Source: an optimization exercise on an open RTL-to-GDS flow (aim: small area). Production flows keep margins and buffers that such runs may drop. Function was checked by simulation only, so behaviour that the tests miss may differ from the original. Power is estimated from default activity; no workload was simulated.

==> flow/design.v <==
`timescale 1ns/1ps
package swin_pkg;
   localparam int PIX_W       = 8;
   localparam int BEAT_PIX    = 16;
   localparam int BANK_PIX    = 8;
   localparam int NUM_BANKS   = 3;
   localparam int NUM_GROUPS  = 3;
   localparam int GROUP_PIX   = BANK_PIX * NUM_BANKS;   
   localparam int CONF_ADDR_W = 9;
   localparam int CONF_W      = 19;
   localparam int CYCLE_W     = 8;
   localparam int OFFSET_W    = 3;
   localparam int SPLIT_W     = CONF_W - 1 - CYCLE_W - NUM_BANKS - OFFSET_W;
   localparam int BANK_W      = BANK_PIX * PIX_W;        
   localparam int BEAT_W      = BEAT_PIX * PIX_W;        
   localparam int WORD_W      = GROUP_PIX * PIX_W;       
   typedef logic [BEAT_W-1:0]    pix_beat_t;
   typedef logic [WORD_W-1:0]    group_word_t;
   typedef logic [GROUP_PIX-1:0] group_mask_t;
   typedef enum logic [NUM_GROUPS-1:0] {
      GRP_0 = 3'b001,
      GRP_1 = 3'b010,
      GRP_2 = 3'b100
   } grp_t;
   typedef enum logic [NUM_BANKS-1:0] {
      SHUF_NONE = 3'b011,
      SHUF_ONE  = 3'b101,
      SHUF_TWO  = 3'b110
   } shuf_t;
   typedef struct packed {
      logic [SPLIT_W-1:0]   split;      
      logic                 addr_ret;
      logic [CYCLE_W-1:0]   cycle;
      logic [NUM_BANKS-1:0] order;
      logic [OFFSET_W-1:0]  offset;
   } conf_entry_t;
   typedef struct packed {
      logic [NUM_GROUPS-1:0] group_en;
      logic [NUM_BANKS-1:0]  addr_inc;
      group_mask_t           mask;
      group_word_t           data;
   } bram_wr_t;
endpackage
`timescale 1ns/1ps
module conf_sequencer (
   input  logic                   clk,
   input  logic                   rst_n,
   input  logic                   pix_vld,
   input  swin_pkg::pix_beat_t              pix_data,
   input  swin_pkg::conf_entry_t            conf_rd_data,
   output logic [swin_pkg::CONF_ADDR_W-1:0] conf_rd_addr,
   output logic                             vld_q,
   output logic [swin_pkg::NUM_GROUPS-1:0]  grp_q,
   output logic [swin_pkg::NUM_BANKS-1:0]   shuf_q,
   output logic [swin_pkg::OFFSET_W-1:0]    offset_q,
   output swin_pkg::pix_beat_t              pix_q
);
   logic [swin_pkg::CYCLE_W-1:0] beat_cnt;    
   logic                         line_start;
   assign line_start = pix_vld && (beat_cnt == '0);
   always_ff @(posedge clk or negedge rst_n) begin
      if (!rst_n) begin
         vld_q        <= 1'b0;
         beat_cnt     <= '0;
         grp_q        <= swin_pkg::GRP_2;   
         shuf_q       <= swin_pkg::SHUF_NONE;
         offset_q     <= '0;
         conf_rd_addr <= '0;
      end else begin
         vld_q <= pix_vld;
         if (line_start) begin
            beat_cnt <= conf_rd_data.cycle;
            grp_q    <= {grp_q[1:0], grp_q[2]};
            shuf_q   <= conf_rd_data.order;
            offset_q <= conf_rd_data.offset;
            if (conf_rd_data.addr_ret)
               conf_rd_addr <= '0;
            else
               conf_rd_addr <= conf_rd_addr + 1'b1;
         end else if (pix_vld) begin
            beat_cnt <= beat_cnt - 1'b1;
            shuf_q   <= {shuf_q[0], shuf_q[2:1]};   
         end
      end
   end
   always_ff @(posedge clk)
      pix_q <= pix_data;
endmodule
`timescale 1ns/1ps
module write_aligner (
   input  logic                             clk,
   input  logic                             rst_n,
   input  logic                             vld_q,
   input  logic [swin_pkg::NUM_GROUPS-1:0]  grp_q,
   input  logic [swin_pkg::NUM_BANKS-1:0]   shuf_q,
   input  logic [swin_pkg::OFFSET_W-1:0]    offset_q,
   input  swin_pkg::pix_beat_t              pix_q,
   output swin_pkg::bram_wr_t               bram_wr,
   output logic [swin_pkg::NUM_GROUPS-1:0]  rd_group_sel,
   output logic [swin_pkg::NUM_GROUPS-1:0]  en3,
   output logic [swin_pkg::OFFSET_W-1:0]    off3,
   output logic [23:0]                      lo3,
   output logic [2:0]                       hi3,
   output swin_pkg::pix_beat_t              pix3
);
   localparam int PW = swin_pkg::PIX_W;
   localparam int HW = swin_pkg::BEAT_W;
   logic [swin_pkg::NUM_GROUPS-1:0] en1, en2;
   logic [swin_pkg::NUM_BANKS-1:0]  inc1, inc2, inc3;
   logic [swin_pkg::OFFSET_W-1:0]   off1, off2;
   swin_pkg::pix_beat_t             pix1, pix2;
   always_ff @(posedge clk or negedge rst_n) begin
      if (!rst_n) begin
         en1  <= '0;
         inc1 <= '0;
         en2  <= '0;
         inc2 <= '0;
         en3  <= '0;
         inc3 <= '0;
      end else begin
         en1  <= vld_q ? grp_q : '0;
         inc1 <= vld_q ? shuf_q : '0;
         en2  <= en1;
         inc2 <= inc1;
         en3  <= en2;
         inc3 <= inc2;
      end
   end
   logic [2:0] r2h;       
   logic [23:0] lo2;
   logic [2:0]  hi2;
   assign r2h = ~{inc2[0], inc2[1], inc2[2]};
   assign hi2 = {r2h[1], r2h[0], r2h[2]};    
   always_comb begin
      for (int i = 0; i < 8; i++)
         for (int b = 0; b < 3; b++)
            lo2[3*i+b] = (i >= off2) ? r2h[b] : r2h[(b+1)%3];
   end
   always_ff @(posedge clk) begin
      off1 <= offset_q;
      off2 <= off1;
      off3 <= off2;
      lo3  <= lo2;
      hi3  <= hi2;
      pix1 <= pix_q;
      pix2 <= pix1;
      pix3 <= pix2;
   end
   swin_pkg::pix_beat_t x1, x2, rot;
   assign x1  = off3[0] ? {pix3[HW-1*PW-1:0], pix3[HW-1:HW-1*PW]} : pix3;
   assign x2  = off3[1] ? {x1[HW-2*PW-1:0],   x1[HW-1:HW-2*PW]}   : x1;
   assign rot = off3[2] ? {x2[HW-4*PW-1:0],   x2[HW-1:HW-4*PW]}   : x2;
   swin_pkg::group_word_t data;
   swin_pkg::group_mask_t mask;
   always_comb begin
      for (int b = 0; b < 3; b++) begin
         for (int i = 0; i < 8; i++) begin
            mask[8*b+i] = lo3[3*i+b] | hi3[b];
            data[(8*b+i)*PW +: PW] = ({PW{lo3[3*i+b]}} & rot[i*PW +: PW])
                                   | ({PW{hi3[b]}}      & rot[(8+i)*PW +: PW]);
         end
      end
   end
   assign bram_wr      = {en3, inc3, mask, data};
   assign rd_group_sel = en3;
endmodule
`timescale 1ns/1ps
module line_assembler (
   input  logic                             clk,
   input  logic                             rst_n,
   input  logic [swin_pkg::NUM_GROUPS-1:0]  en3,
   input  logic [swin_pkg::OFFSET_W-1:0]    off3,
   input  logic [2:0]                       hi3,
   input  swin_pkg::pix_beat_t              pix3,
   input  swin_pkg::group_word_t            rd_data_gp0,
   input  swin_pkg::group_word_t            rd_data_gp1,
   input  swin_pkg::group_word_t            rd_data_gp2,
   output swin_pkg::pix_beat_t              line_0,
   output swin_pkg::pix_beat_t              line_1,
   output swin_pkg::pix_beat_t              line_2,
   output logic                             line_vld
);
   localparam int WW = swin_pkg::WORD_W;
   logic                            v4, v5, v6;
   logic [swin_pkg::NUM_GROUPS-1:0] g4;
   logic [2:0]                      hi4;
   logic [swin_pkg::OFFSET_W-1:0]   o4;
   swin_pkg::pix_beat_t             pix4, pix5, pix6;
   swin_pkg::pix_beat_t             a5, b5, a6, b6;
   always_ff @(posedge clk or negedge rst_n) begin
      if (!rst_n) begin
         v4       <= 1'b0;
         v5       <= 1'b0;
         v6       <= 1'b0;
         line_vld <= 1'b0;
      end else begin
         v4       <= |en3;
         v5       <= v4;
         v6       <= v5;
         line_vld <= v6;
      end
   end
   swin_pkg::group_word_t hna, hnb;
   assign hna = ~(({WW{g4[0]}} & rd_data_gp1) | ({WW{g4[1]}} & rd_data_gp2) | ({WW{g4[2]}} & rd_data_gp0));
   assign hnb = ~(({WW{g4[0]}} & rd_data_gp2) | ({WW{g4[1]}} & rd_data_gp0) | ({WW{g4[2]}} & rd_data_gp1));
   localparam int PW = swin_pkg::PIX_W;
   localparam int HW = swin_pkg::BEAT_W;
   logic r0, r1, r2;
   assign r0 = hi4[1];
   assign r1 = hi4[2];
   assign r2 = hi4[0];
   logic [2:0] sel_hi;                
   logic [2:0] sel_lo [8];            
   assign sel_hi = {r1, r0, r2};
   always_comb begin
      for (int j = 0; j < 8; j++)
         sel_lo[j] = (j >= o4) ? {r2, r1, r0} : {r0, r2, r1};
   end
   swin_pkg::pix_beat_t ya, yb;
   always_comb begin
      for (int j = 0; j < 8; j++) begin
         ya[j*PW +: PW] = ~(({PW{sel_lo[j][0]}} & hna[j*PW +: PW])
                          | ({PW{sel_lo[j][1]}} & hna[(8+j)*PW +: PW])
                          | ({PW{sel_lo[j][2]}} & hna[(16+j)*PW +: PW]));
         yb[j*PW +: PW] = ~(({PW{sel_lo[j][0]}} & hnb[j*PW +: PW])
                          | ({PW{sel_lo[j][1]}} & hnb[(8+j)*PW +: PW])
                          | ({PW{sel_lo[j][2]}} & hnb[(16+j)*PW +: PW]));
         ya[(8+j)*PW +: PW] = ~(({PW{sel_hi[0]}} & hna[j*PW +: PW])
                              | ({PW{sel_hi[1]}} & hna[(8+j)*PW +: PW])
                              | ({PW{sel_hi[2]}} & hna[(16+j)*PW +: PW]));
         yb[(8+j)*PW +: PW] = ~(({PW{sel_hi[0]}} & hnb[j*PW +: PW])
                              | ({PW{sel_hi[1]}} & hnb[(8+j)*PW +: PW])
                              | ({PW{sel_hi[2]}} & hnb[(16+j)*PW +: PW]));
      end
   end
   logic [swin_pkg::OFFSET_W-1:0] o5;
   swin_pkg::pix_beat_t a1, a2, sa, b1, b2, sb;
   assign a1 = o5[0] ? {a5[1*PW-1:0], a5[HW-1:1*PW]} : a5;
   assign a2 = o5[1] ? {a1[2*PW-1:0], a1[HW-1:2*PW]} : a1;
   assign sa = o5[2] ? {a2[4*PW-1:0], a2[HW-1:4*PW]} : a2;
   assign b1 = o5[0] ? {b5[1*PW-1:0], b5[HW-1:1*PW]} : b5;
   assign b2 = o5[1] ? {b1[2*PW-1:0], b1[HW-1:2*PW]} : b1;
   assign sb = o5[2] ? {b2[4*PW-1:0], b2[HW-1:4*PW]} : b2;
   always_ff @(posedge clk) begin
      g4   <= en3;
      hi4  <= hi3;
      o4   <= off3;
      o5   <= o4;
      pix4 <= pix3;
      pix5 <= pix4;
      pix6 <= pix5;
      line_2 <= pix6;
      a5 <= ya;
      b5 <= yb;
      a6 <= sa;
      b6 <= sb;
      line_0 <= a6;
      line_1 <= b6;
   end
endmodule
`timescale 1ns/1ps
module swin_decoder (
   input  logic                   clk,
   input  logic                   rst_n,
   input  logic                   pix_vld,
   input  swin_pkg::pix_beat_t              pix_data,
   input  swin_pkg::conf_entry_t            conf_rd_data,
   output logic [swin_pkg::CONF_ADDR_W-1:0] conf_rd_addr,
   output swin_pkg::bram_wr_t               bram_wr,
   output swin_pkg::grp_t                   rd_group_sel,
   input  swin_pkg::group_word_t            rd_data_gp0,
   input  swin_pkg::group_word_t            rd_data_gp1,
   input  swin_pkg::group_word_t            rd_data_gp2,
   output swin_pkg::pix_beat_t              line_0,
   output swin_pkg::pix_beat_t              line_1,
   output swin_pkg::pix_beat_t              line_2,
   output logic                   line_vld
);
   logic                             vld_q;
   logic [swin_pkg::NUM_GROUPS-1:0]  grp_q;
   logic [swin_pkg::NUM_BANKS-1:0]   shuf_q;
   logic [swin_pkg::OFFSET_W-1:0]    offset_q;
   swin_pkg::pix_beat_t              pix_q;
   logic [swin_pkg::NUM_GROUPS-1:0]  en3;
   logic [23:0]                      lo3;
   logic [2:0]                       hi3;
   logic [swin_pkg::OFFSET_W-1:0]    off3;
   swin_pkg::pix_beat_t              pix3;
   logic [swin_pkg::NUM_GROUPS-1:0]  rd_sel;
   conf_sequencer conf_sequencer_i (
      .clk          (clk),
      .rst_n        (rst_n),
      .pix_vld      (pix_vld),
      .pix_data     (pix_data),
      .conf_rd_data (conf_rd_data),
      .conf_rd_addr (conf_rd_addr),
      .vld_q        (vld_q),
      .grp_q        (grp_q),
      .shuf_q       (shuf_q),
      .offset_q     (offset_q),
      .pix_q        (pix_q)
   );
   write_aligner write_aligner_i (
      .clk          (clk),
      .rst_n        (rst_n),
      .vld_q        (vld_q),
      .grp_q        (grp_q),
      .shuf_q       (shuf_q),
      .offset_q     (offset_q),
      .pix_q        (pix_q),
      .bram_wr      (bram_wr),
      .rd_group_sel (rd_sel),
      .en3          (en3),
      .off3         (off3),
      .lo3          (lo3),
      .hi3          (hi3),
      .pix3         (pix3)
   );
   assign rd_group_sel = swin_pkg::grp_t'(rd_sel);
   line_assembler line_assembler_i (
      .clk         (clk),
      .rst_n       (rst_n),
      .en3         (en3),
      .off3        (off3),
      .hi3         (hi3),
      .pix3        (pix3),
      .rd_data_gp0 (rd_data_gp0),
      .rd_data_gp1 (rd_data_gp1),
      .rd_data_gp2 (rd_data_gp2),
      .line_0      (line_0),
      .line_1      (line_1),
      .line_2      (line_2),
      .line_vld    (line_vld)
   );
endmodule
==> flow/flow/run.sh <==
#!/bin/bash
# The standard layout (standard.sh, with the standard synthesis unchanged) with two
# changes: the port buffers use the smallest buffer cell, and CTS inserts no dummy loads and
# clusters up to 25 sinks per leaf buffer.
set -euo pipefail
export BUFFER_PORTS_ARGS="-buffer_cell sky130_fd_sc_hd__buf_1"
export CTS_ARGS="-sink_clustering_enable -repair_clock_nets -dont_use_dummy_load -sink_clustering_size 25 -sink_clustering_max_diameter 60"
bash standard.sh finish > standard_flow.log 2>&1
==> flow/standard.sh <==
#!/bin/bash
# synth_recipe.tcl (not shown) runs the flow's synth.tcl, then flattens the netlist and writes it again
# the make line also repeats each setting of config.mk as NAME=value (left out here)
make -C /OpenROAD-flow-scripts/flow DESIGN_CONFIG=/design/flow/config.mk WORK_HOME=/design/flow/orfs CLKGATE_MAP_FILE= SYNTH_SCRIPT=/design/flow/synth_recipe.tcl "${@:-finish}"
==> flow/config.mk <==
export PLATFORM = sky130hd
export DESIGN_NAME = swin_decoder
export DESIGN_NICKNAME = swin_decoder
export VERILOG_FILES = /design/flow/design.v
export SDC_FILE = /design/flow/constraint.sdc
export NUM_CORES = 4
export LEC_CHECK = 0
export CAP_MARGIN = 20
export CORE_ASPECT_RATIO = 0.25
export CORE_MARGIN = 2
export CORE_UTILIZATION = 44
export PLACE_DENSITY = 0.6
export SETUP_SLACK_MARGIN = 0.15
export SLEW_MARGIN = 20
==> flow/constraint.sdc <==
create_clock -name core_clock -period 4.0 [get_ports {clk}]
set_input_delay 0.8000 -clock core_clock [delete_from_list [all_inputs] [get_ports {clk}]]
set_output_delay 0.8000 -clock core_clock [all_outputs]
set_load 0.01 [all_outputs]
==> results.sh, run 1 <==
export IMPL_antenna_found_initial=144
export IMPL_skew_ns=0.0654
export IMPL_io_buffer_count=1340
export IMPL_syn_nets=5350
export IMPL_final_seq_area_sq_um=38100
export IMPL_wire_per_inst_um=38.1
export IMPL_core_area_sq_um=139000
export IMPL_ant_nets=0
export IMPL_grt_pass1_vias=42300
export IMPL_drive_gt1_share_pct=16.6
export IMPL_synth_area_per_cell_sq_um=13.5
export IMPL_cts_hold_buf=0
export IMPL_met1Wirelength_mm=133
export IMPL_synth_warnings=4
export IMPL_grt_pass1_wl_mm=380
export IMPL_grt_overflow=0
export IMPL_ir_drop_v=0.000394
export IMPL_dr_total_vias=50400
export IMPL_cts_made_buffers=87
export IMPL_rows=68
export IMPL_p_per_area_nw_per_um2=728
export IMPL_netlist_area_sq_um=62300
export IMPL_top_layer="met5"
export IMPL_grtUsageTotal_pct=38.7
export IMPL_finalMaxSlewViolations=0
export IMPL_fin_crit_ns=3.79
export IMPL_pwr_share_seq_pct=46.0
export IMPL_fill_cells=12500
export IMPL_mostFrequentLayoutCell="dfxtp_1"
export IMPL_drtPass1Iterations=22
export IMPL_arrival_ns=2.99
export IMPL_cts_tree="yes"
export IMPL_path_max_fanout=32
export IMPL_setup_tns_final_ns=0
export IMPL_clock_path_buffers=3
export IMPL_setup_viol=0
export IMPL_start_kind="register"
export IMPL_clockRootBuffer="clkbuf_16"
export IMPL_first_iter_violations=11100
export IMPL_synth_edf_count=0
export IMPL_dieArea_sq_um=145000
export IMPL_required_ns=3.20
export IMPL_p_comb_share_pct=35.7
export IMPL_syn_instance_count=4622
export IMPL_route_met3_wl_mm=44.2
export IMPL_hp_class="primary input to register"
export IMPL_hpwl_mm=240
export IMPL_p_int_uw=32600
export IMPL_avgViaCountPerCell=6.47
export IMPL_ios=1345
export IMPL_syn2layout_area_growth_pct=15.9
export IMPL_yosysUniqueCellTypes=48
export IMPL_final_nets=6510
export IMPL_max_cap_viol_count=0
export IMPL_cts_num_sinks=1886
export IMPL_final_cell_mix="1,822 x dfxtp_1, 1,339 x buf_1, 396 x mux2_2, 396 x a22o_1, 391 x a222oi_1"
export IMPL_clk_pin_slew_ns=0.10
export IMPL_async_flop_share_pct=2.60
export IMPL_p_leak_uw=0.0264
export IMPL_status="no timing/DRC/antenna violations"
export IMPL_post_route_period_util_pct=94.7
export IMPL_worst_slew_pin_slew_ns=1.31
export IMPL_grt_max_degree=139
export IMPL_switching_share_pct=38.0
export IMPL_fin_area_sq_um=72200
export IMPL_critPathKind="register to primary output"
export IMPL_relSlewSlack_pct=12.8
export IMPL_fp_dieW_um=756
export IMPL_postPlaceCellArea_sq_um=69600
export IMPL_hold_viol_final=0
export IMPL_rsz0062_at_grt="false"
export IMPL_synth_seq_cells=1886
export IMPL_start_util_pct=44.8
export IMPL_power_switching_uw=20000
export IMPL_synth_main_ff_cell="dfxtp_1"
export IMPL_multiInputGateArea_sq_um=22700
export IMPL_synth_top_area_share_pct=59.1
export IMPL_gp_congestion=1.11
export IMPL_htree_num_levels=3
export IMPL_endpoint_kind="primary output"
export IMPL_insertion_delay_ns=0.70
export IMPL_synth_top_cell_by_area="dfxtp_1"
export IMPL_netlist_top_cells_area="dfxtp_1 59%, mux4_2 9.3%, mux2_2 7.2%"
export IMPL_max_freq_mhz=264
export IMPL_die_h_um=192
export IMPL_ys_seq_area_share_pct=61.0
export IMPL_drt_wl_total_mm=297
export IMPL_wl_met2_mm=114
export IMPL_pwr_share_clk_pct=18.3
export IMPL_route_detailed_drc=0
-- metal layers --
layer | global-route usage [%] | vias to the layer above
met3 | 20.0 | 454
met2 | 50.1 | 3548
met5 | 4.70 | -
met4 | 6.30 | 84
met1 | 56.6 | 25800
li1 | - | 20600
-- worst paths after layout --
| path | from | to | slack [ns] | cells past startpoint |
|---|---|---|---|---|
| setup / recovery | write_aligner_i.off3[0]$_DFF_P_ | bram_wr[98] | 0.21 | 6 |
| setup reg to reg | line_assembler_i.o4[0]$_DFF_P_ | line_assembler_i.a5[32]$_DFF_P_ | 0.29 | 6 |
| hold / removal | pix_data[45] | conf_sequencer_i.pix_q[45]$_DFF_P_ | 0.16 | 1 |
| max in group asynchronous | rst_n | conf_sequencer_i.offset_q[1]$_DFFE_PN0P_ | 3.34 | 2 |
| hold reg to reg | line_assembler_i.pix4[68]$_DFF_P_ | line_assembler_i.pix5[68]$_DFF_P_ | 0.29 | 0 |
| min in group asynchronous | rst_n | line_assembler_i.line_vld$_DFF_PN0_ | 0.18 | 2 |
-- critical path, stage by stage (launching register included) --
cell and delay [ns]:
dfxtp_2 0.51, nand2b_4 0.36, buf_4 0.40, o22ai_1 0.11, nor2_1 0.50, a22o_1 0.23, buf_1 0.16
-- sequential cells by signal (all words and copies together) (netlist names), 8 cells and up --
| name | flops |
|---|---|
| conf_sequencer_i.pix_q | 128 |
| line_assembler_i.a5 | 128 |
| line_assembler_i.a6 | 128 |
| line_assembler_i.b5 | 128 |
| line_assembler_i.b6 | 128 |
| line_assembler_i.line_0 | 128 |
| line_assembler_i.line_1 | 128 |
| line_assembler_i.line_2 | 128 |
| line_assembler_i.pix4 | 128 |
| line_assembler_i.pix5 | 128 |
| line_assembler_i.pix6 | 128 |
| write_aligner_i.pix1 | 128 |
| write_aligner_i.pix2 | 128 |
| write_aligner_i.pix3 | 128 |
| write_aligner_i.lo3 | 23 |
| conf_sequencer_i.conf_rd_addr | 9 |
| conf_sequencer_i.beat_cnt | 8 |
-- cell families (layout without fill, tap and decap cells) --
group | Yosys count | in the layout | share of synthesized area, %
other | 0 | 128 | 0
buffers and inverters | 431 | 1588 | 2.74
AO/OA/AOI/OAI | 1323 | 1323 | 17.0
AND/OR/NAND/NOR | 301 | 302 | 2.32
flip-flops | 1886 | 1886 | 61.0
adder cells (fa/ha/maj) | 2 | 2 | 0.0402
XOR/XNOR | 1 | 1 | 0.0141
multiplexers | 678 | 678 | 16.8
-- cell type report --
class / count / share of cell area [%]
sequential: 1886 / 52.7
tap: 1890 / 3.28
clock buffer: 87 / 3.02
multi-input combinational: 2306 / 31.4
inverter: 14 / 0.0728
timing repair buffer: 1487 / 9.05
antenna: 128 / 0.444
-- stage by stage --
step	power (uW)	util (%)	setup slack [ns]	std cells	hold slack (ns)
2_1_floorplan	34100	-	1.57	4622	0.310
3_3_place_gp	42300	50.0	0.714	7581	0.310
3_5_place_dp	42400	50.0	0.707	7581	0.312
4_1_cts	51800	51.6	0.153	7668	0.101
5_1_grt	54100	51.8	0.155	7726	0.105
6_report	52500	51.9	0.214	7798	0.156
-- synth_stat cells (all sizes together) (2+ instances only) --
| cell type | instances |
|---|---|
| a211o | 2 |
| a221o | 3 |
| nand2b | 2 |
| mux4 | 256 |
| dfrtp | 46 |
| a221oi | 45 |
| nor3b | 2 |
| nand3 | 6 |
| or4 | 4 |
| clkbuf | 307 |
| or2 | 27 |
| nor4 | 2 |
| nor4b | 2 |
| nor2 | 141 |
| mux2 | 396 |
| dfxtp | 1837 |
| a31oi | 3 |
| inv | 13 |
| nor2b | 41 |
| mux2i | 26 |
| and2b | 5 |
| ha | 2 |
| buf | 110 |
| a22o | 396 |
| dfstp | 3 |
| nand3b | 4 |
| o21ai | 8 |
| or3 | 5 |
| nor3 | 9 |
| a21oi | 212 |
| and2 | 7 |
| a222oi | 391 |
| nand2 | 41 |
| o22ai | 257 |
-- power groups by stage --
| stage | Clock (uW) | Combinational [uW] | Sequential, uW |
|---|---|---|---|
| global route | 10500 | 19200 | 24400 |
| detailed placement | 0 | 17900 | 24500 |
| floorplan | 0 | 11000 | 23100 |
| finish | 9620 | 18700 | 24200 |
| CTS | 9740 | 18000 | 24100 |
| global placement | 0 | 17800 | 24400 |
-- timing repair --
action | in CTS | in global routing
gates cloned | 0 | 1
endpoints found under the setup margin | 18 | 98
buffers inserted | 0 | 1
gates resized for setup | 8 | 14
==> run 2: changes to the inputs <==
==> flow/flow/run.sh (replaced) <==
#!/bin/bash
# The standard layout (standard.sh, with the standard synthesis unchanged) with two
# changes: the port buffers use the smallest buffer cell, and CTS inserts no dummy loads and
# clusters up to 27 sinks per leaf buffer.
set -euo pipefail
export BUFFER_PORTS_ARGS="-buffer_cell sky130_fd_sc_hd__buf_1"
export CTS_ARGS="-sink_clustering_enable -repair_clock_nets -dont_use_dummy_load -sink_clustering_size 27 -sink_clustering_max_diameter 55"
bash standard.sh finish > standard_flow.log 2>&1
--- a/flow/config.mk
+++ b/flow/config.mk
@@ -11,4 +11,4 @@
 export CORE_UTILIZATION = 44
 export PLACE_DENSITY = 0.6
-export SETUP_SLACK_MARGIN = 0.15
+export SETUP_SLACK_MARGIN = 0.1
 export SLEW_MARGIN = 20
==> results.sh, run 2 <==
export IMPL_status="no timing/DRC/antenna violations"
export IMPL_setup_tns_final_ns=0
export IMPL_rrSetupSlack_ns=0.32
export IMPL_hpwl_mm=240
export IMPL_worst_slew_pin_slew_ns=1.32
export IMPL_p_leak_uw=0.0264
export IMPL_cts_tree="yes"
export IMPL_hold_path_startpoint="pix_data[45]"
export IMPL_io_buffer_count=1340
export IMPL_first_iter_violations=11500
export IMPL_fin_area_sq_um=71900
export IMPL_hold_viol_final=0
export IMPL_met1Wirelength_mm=131
export IMPL_synth_edf_count=0
export IMPL_ant_nets=0
export IMPL_synth_warnings=4
export IMPL_ios=1345
export IMPL_cp_num_buf_inv=2
export IMPL_crit_start="write_aligner_i.off3[0]$_DFF_P_"
export IMPL_netlist_top_cells_area="dfxtp_1 59%, mux4_2 9.3%, mux2_2 7.2%"
export IMPL_grt_pass1_vias=42200
export IMPL_synth_main_ff_cell="dfxtp_1"
export IMPL_drt_wl_total_mm=296
export IMPL_clk_pin_slew_ns=0.11
export IMPL_cts_num_sinks=1886
export IMPL_timing_rr_end="line_assembler_i.a5[32]$_DFF_P_"
export IMPL_dieArea_sq_um=145000
export IMPL_r2r_cells=6
export IMPL_die_h_um=192
export IMPL_hp_class="primary input to register"
export IMPL_avgViaCountPerCell=6.50
export IMPL_grtUsageTotal_pct=38.6
export IMPL_endpoint_kind="primary output"
export IMPL_max_freq_mhz=262
export IMPL_max_cap_viol_count=0
export IMPL_p_per_area_nw_per_um2=726
export IMPL_fin_crit_ns=3.82
export IMPL_finalMaxSlewViolations=0
export IMPL_antenna_found_initial=143
export IMPL_gp_congestion=1.11
export IMPL_synth_area_per_cell_sq_um=13.5
export IMPL_clock_path_buffers=3
export IMPL_synthTopCellsByCount="1,837 x dfxtp_1, 396 x a22o_1, 396 x mux2_2"
export IMPL_htree_num_levels=3
export IMPL_mostFrequentLayoutCell="dfxtp_1"
export IMPL_place_ws_ns=0.707
export IMPL_async_flop_share_pct=2.60
export IMPL_yosysUniqueCellTypes=48
export IMPL_required_ns=3.20
export IMPL_start_util_pct=44.8
export IMPL_dr_total_vias=50300
export IMPL_cpLargestDelayFamily="simple AND/OR/NAND/NOR gates"
export IMPL_postPlaceCellArea_sq_um=69600
export IMPL_synth_top_area_share_pct=59.1
export IMPL_core_area_sq_um=139000
export IMPL_synth_top_cell_by_area="dfxtp_1"
export IMPL_worst_slack_ns=0.180
export IMPL_grt_max_degree=139
export IMPL_ys_seq_area_share_pct=61.0
export IMPL_drive_gt1_share_pct=16.5
export IMPL_path_cells="nand2b_4, buf_4, o22ai_1, nor2_1, a22o_1, buf_1"
export IMPL_syn2layout_area_growth_pct=15.5
export IMPL_synth_seq_cells=1886
export IMPL_post_route_period_util_pct=95.5
export IMPL_fp_dieW_um=756
export IMPL_min_path_cells=1
export IMPL_syn_instance_count=4622
export IMPL_relSlewSlack_pct=11.7
export IMPL_final_nets=6504
export IMPL_wl_met2_mm=114
export IMPL_ir_drop_v=0.000458
export IMPL_rsz0062_at_grt="false"
export IMPL_arrival_ns=3.02
export IMPL_drtPass1Iterations=22
export IMPL_grt_overflow=0
export IMPL_top_layer="met5"
export IMPL_critPathKind="register to primary output"
export IMPL_route_detailed_drc=0
export IMPL_yosysMostFrequentCell="dfxtp_1"
export IMPL_route_met3_wl_mm=45.1
export IMPL_syn_nets=5350
export IMPL_min_to="conf_sequencer_i.pix_q[45]$_DFF_P_"
export IMPL_start_kind="register"
export IMPL_path_max_fanout=32
export IMPL_cts_hold_buf=0
export IMPL_r2r_start="line_assembler_i.o4[0]$_DFF_P_"
export IMPL_grt_pass1_wl_mm=379
export IMPL_worst_hold_slack_ns=0.158
export IMPL_netlist_area_sq_um=62300
export IMPL_clockRootBuffer="clkbuf_16"
export IMPL_rows=68
export IMPL_slowest_delay_ns=0.51
export IMPL_cpMaxStageDelayCell="nor2_1"
export IMPL_skew_ns=0.0614
export IMPL_final_cell_mix="1,822 x dfxtp_1, 1,339 x buf_1, 396 x mux2_2, 396 x a22o_1, 391 x a222oi_1"
export IMPL_setup_viol=0
export IMPL_cts_made_buffers=81
export IMPL_wire_per_inst_um=38.3
export IMPL_insertion_delay_ns=0.73
run 2: cells by family after synthesis:
| group | after synthesis | synth area share, % |
|---|---|---|
| buffers and inverters | 431 | 2.74 |
| muxes | 678 | 16.8 |
| AOI/OAI and AO/OA | 1323 | 17.0 |
| adders and majority gates | 2 | 0.0402 |
| and+or+nand+nor | 301 | 2.32 |
| xor gates and xnor gates | 1 | 0.0141 |
| DFF | 1886 | 61.0 |
run 2: per-layer routing:
layer  GRT usage, %  vias to the layer above
li1               -                    20500
met1           56.6                    25900
met2           49.9                     3365
met3           20.2                      501
met4           6.28                       94
met5          0.992                        -
run 2: area by class of cell:
type	count	area, sq um
flip-flops and latches	1886	38100
fillers	12500	67200
inverters	14	52.6
well taps	1890	2360
clock buffers	81	2030
multi-input cells	2306	22700
repair buffers	1487	6530
diodes	83	208
run 2: repair_timing:
item                       4_1_cts  5_1_grt
setup endpoints to repair        0       47
setup buffers                    0        1
resized for setup                0       19
run 2: worst max path at each step:
stage | endpoint | slack, ns | depth (start not counted)
after global placement | line_assembler_i.a5[32]$_DFF_P_ | 0.71 | 6
after CTS | bram_wr[68] | 0.11 | 6
after detailed placement | line_assembler_i.a5[32]$_DFF_P_ | 0.71 | 6
final | bram_wr[58] | 0.18 | 6
after global routing | bram_wr[186] | 0.11 | 6
after floorplan | bram_wr[113] | 1.57 | 6
run 2: through the flow:
step	cells	power (uW)	utilization, %
final	7747	52200	51.7
after global placement	7581	42300	50.0
after global routing	7689	53700	51.6
after CTS	7662	51500	51.5
after detailed placement	7581	42400	50.0
after floorplan	4622	34100	-
run 2: power breakdown:
| part | switching (uW) | internal (uW) | total (uW) |
|---|---|---|---|
| combinational | 11600 | 7120 | 18700 |
| clock | 5630 | 3650 | 9280 |
| sequential | 2630 | 21600 | 24200 |
| total | 19900 | 32300 | 52200 |

==> afterwards: timing with drivers on the ports <==
How much do the figures lean on ideal ports? The routed layouts below were timed once more, with nothing changed but the port constraints.
Step 1 assumes that a clkbuf_16 drives the clock port and a buf_2 every other input.
Step 2 moves the port delays by t, midway between the first and last clock arrival at a register: inputs arrive t later, outputs are due t later. That takes back most of the time a late clock gives input paths.
Three values: ideal ports, drivers, drivers and shift; two values: the first two.
run	t (ns)	setup slack, ns	slew at the worst register clock pin (ns)	pins driven straight from the clock port
run 1	0.777	0.214 / 0.118 / 0.290	0.11 / 0.11	1
run 2	0.772	0.180 / 0.082 / 0.320	0.12 / 0.12	1
After both steps setup and hold are still met in every run listed.
